Background: an optimization exercise with open tools, aiming at small area. Do not read the settings as production practice. No activity file was given, so power comes from the tool's default toggle rates.

## trap_unit
module trap_unit (
  input  logic                               clk,
  input  logic                               reset,
  input  logic                               stall_n,
  input  logic                               hold_flag,
  input  logic                               exception_if,
  input  logic [3:0]                         cause_if,
  input  logic                               exception_id,
  input  logic [3:0]                         cause_id,
  input  logic [trap_pkg::xlen-1:0]          pc_id_ex,
  input  logic                               jump_en,
  input  logic [trap_pkg::xlen-1:0]          jump_addr,
  input  logic                               csr_valid,
  input  logic                               csr_write,
  input  logic [11:0]                        csr_addr,
  input  logic [trap_pkg::xlen-1:0]          csr_wdata,
  input  logic                               mret,
  input  logic [trap_pkg::ext_irq_lines-1:0] irq_lines,
  output logic [trap_pkg::xlen-1:0]          csr_rdata,
  output logic                               trap_taken,
  output logic [trap_pkg::xlen-1:0]          trap_target,
  output logic                               any_interrupt
);
Size in the first run: roughly 320 flip-flops, roughly 200 I/O pins, about 18000 um2 of cells after synthesis.
==> flow/config.mk <==
export PLATFORM = sky130hd
export DESIGN_NAME = trap_unit
export DESIGN_NICKNAME = trap_unit
export VERILOG_FILES = /design/flow/design.v
export SDC_FILE = /design/flow/constraint.sdc
export NUM_CORES = 4
export LEC_CHECK = 0
export CAP_MARGIN = 20
export CORE_MARGIN = 2
export CORE_UTILIZATION = 40
export SLEW_MARGIN = 20
==> flow/constraint.sdc <==
create_clock -name core_clock -period 5.5 [get_ports {clk}]
set_input_delay 1.1000 -clock core_clock [delete_from_list [all_inputs] [get_ports {clk}]]
set_output_delay 1.1000 -clock core_clock [all_outputs]
set_load 0.01 [all_outputs]
standard.sh (not shown) runs the stock make flow with config.mk's settings and CLKGATE_MAP_FILE= SYNTH_SCRIPT=/design/flow/synth_recipe.tcl, a recipe that flattens the netlist after the stock synthesis.
==> flow/flow/run.sh <==
#!/bin/bash
# Own flow: the standard layout, with the port buffers made from the smallest buffer
# cell and a lighter clock tree without dummy loads. Each tool logs to this folder.
set -euo pipefail
export BUFFER_PORTS_ARGS="-buffer_cell sky130_fd_sc_hd__buf_1"
export CTS_ARGS="-sink_clustering_enable -repair_clock_nets -dont_use_dummy_load -buf_list sky130_fd_sc_hd__clkbuf_4 -sink_clustering_size 20"
bash standard.sh "BUFFER_PORTS_ARGS=$BUFFER_PORTS_ARGS" "CTS_ARGS=$CTS_ARGS" finish > standard_flow.log 2>&1
Then changed:
==> flow/flow/run.sh (replaced) <==
#!/bin/bash
# Own flow: the standard layout (standard.sh) with
#  - port buffers made from the smallest buffer cell (buf_1),
#  - a clock tree without dummy loads,
#  - (if flow/area.abc exists) an area-oriented ABC mapping script in the synthesis.
# Each tool's output is logged in this folder (standard_flow.log, and ORFS's own logs under orfs/logs).
set -euo pipefail
W=$(pwd)
export OWN_WORK=$W
export OWN_ABC_SCRIPT=$W/flow/area.abc
export BUFFER_PORTS_ARGS="-buffer_cell sky130_fd_sc_hd__buf_1"
export CTS_ARGS="-sink_clustering_enable -repair_clock_nets -dont_use_dummy_load "
bash standard.sh "SYNTH_SCRIPT=$W/flow/synth_wrap.tcl" "BUFFER_PORTS_ARGS=$BUFFER_PORTS_ARGS" "CTS_ARGS=$CTS_ARGS"  finish > standard_flow.log 2>&1
==> flow/flow/area.abc (new file) <==
strash
&get -n
&st
&dch
&nf -R 1000
&put
topo
stime -c
==> flow/flow/synth_wrap.tcl (new file) <==
# The standard flow's synthesis script with Yosys's abc call given the area-oriented ABC script in
# flow/area.abc; every other step (registers included) is the standard synthesis's.
proc abc {args} {
  set i [lsearch -exact $args -script]
  if {$i >= 0} { lset args [expr {$i + 1}] $::env(OWN_ABC_SCRIPT) }
  yosys abc {*}$args
}
source $::env(OWN_WORK)/synth_recipe.tcl
Wire length decreases by 8.8%. Combinational power decreases by 10%. Sequential cell count is unchanged. Core utilization increases by 2.3 points. Die area decreases by 8.9%.
Then changed:
==> flow/run.sh (new file) <==
#!/bin/bash
# synth_recipe.tcl (not shown) runs the flow's synth.tcl, then flattens the netlist and writes it again
# the make line also repeats each setting of config.mk as NAME=value (left out here)
make -C /OpenROAD-flow-scripts/flow DESIGN_CONFIG=/design/flow/config.mk WORK_HOME=/design/flow/orfs CLKGATE_MAP_FILE= SYNTH_SCRIPT=/design/flow/synth_recipe.tcl finish
removed: flow/flow/run.sh
removed: flow/flow/area.abc
removed: flow/flow/synth_wrap.tcl
removed: flow/standard.sh
What happened:
- The new run passed the timing, design-rule and antenna checks
- global-route usage rose by 0.16 points
- total power climbs by 11%
- sequential power hardly moves
Then changed:
==> flow/flow/run.sh (new file) <==
#!/bin/bash
# Own flow: the standard layout, with the port buffers made from the smallest buffer
# cell and a clock tree without dummy loads. Every tool's output is logged in this folder.
set -euo pipefail
export BUFFER_PORTS_ARGS="-buffer_cell sky130_fd_sc_hd__buf_1"
export CTS_ARGS="-sink_clustering_enable -repair_clock_nets -dont_use_dummy_load"
bash standard.sh "BUFFER_PORTS_ARGS=$BUFFER_PORTS_ARGS" "CTS_ARGS=$CTS_ARGS" finish > standard_flow.log 2>&1
==> flow/standard.sh (new file) <==
#!/bin/bash
# synth_recipe.tcl (not shown) runs the flow's synth.tcl, then flattens the netlist and writes it again
# the make line also repeats each setting of config.mk as NAME=value (left out here)
make -C /OpenROAD-flow-scripts/flow DESIGN_CONFIG=/design/flow/config.mk WORK_HOME=/design/flow/orfs CLKGATE_MAP_FILE= SYNTH_SCRIPT=/design/flow/synth_recipe.tcl "${@:-finish}"
removed: flow/run.sh
Outcome:
- global-route usage came out lower by 0.73 points
- cell count came out lower by 1.1%
- wire length came out lower by 2.6%
- clock skew came out higher by 22 ps
- die area stays the same
- non-clock buffer count came out lower by 2
Function was not checked in any run of this note: the RTL went through the layout flow alone.

re-timing with driven ports:
In the flow no input, the clock included, has a driving cell. The finished layouts below were timed again as built, in two steps.
Step 1, drivers: a clkbuf_16 drives clk and a buf_2 each remaining input, both assumed.
Step 2 adds t to the input delays and takes it off the output delays; t is the mean of the earliest and latest rising clock arrival at the registers after step 1. Input paths then give back, and output paths get back, about the clock's delay inside the block.
Three values: no drivers, after step 1, after step 2; two values: the first two.
run | shift t [ns] | setup slack, ns | slew at the worst register clock pin (ns) | pins driven straight from the clock port
the first run | 0.825 | 0.345 / 0.287 / 0.524 | 0.07 / 0.07 | 1
the second run | 0.595 | 0.284 / 0.230 / 0.809 | 0.06 / 0.06 | 1
the third run | 0.623 | 0.272 / 0.223 / 0.242 | 0.07 / 0.07 | 1
the fourth run | 0.604 | 0.346 / 0.285 / 0.484 | 0.06 / 0.06 | 1
After both steps every run listed still meets setup and hold. For the third run, which loses most, drivers alone change the setup slack by -0.049 ns; drivers and shift together by -0.030 ns.
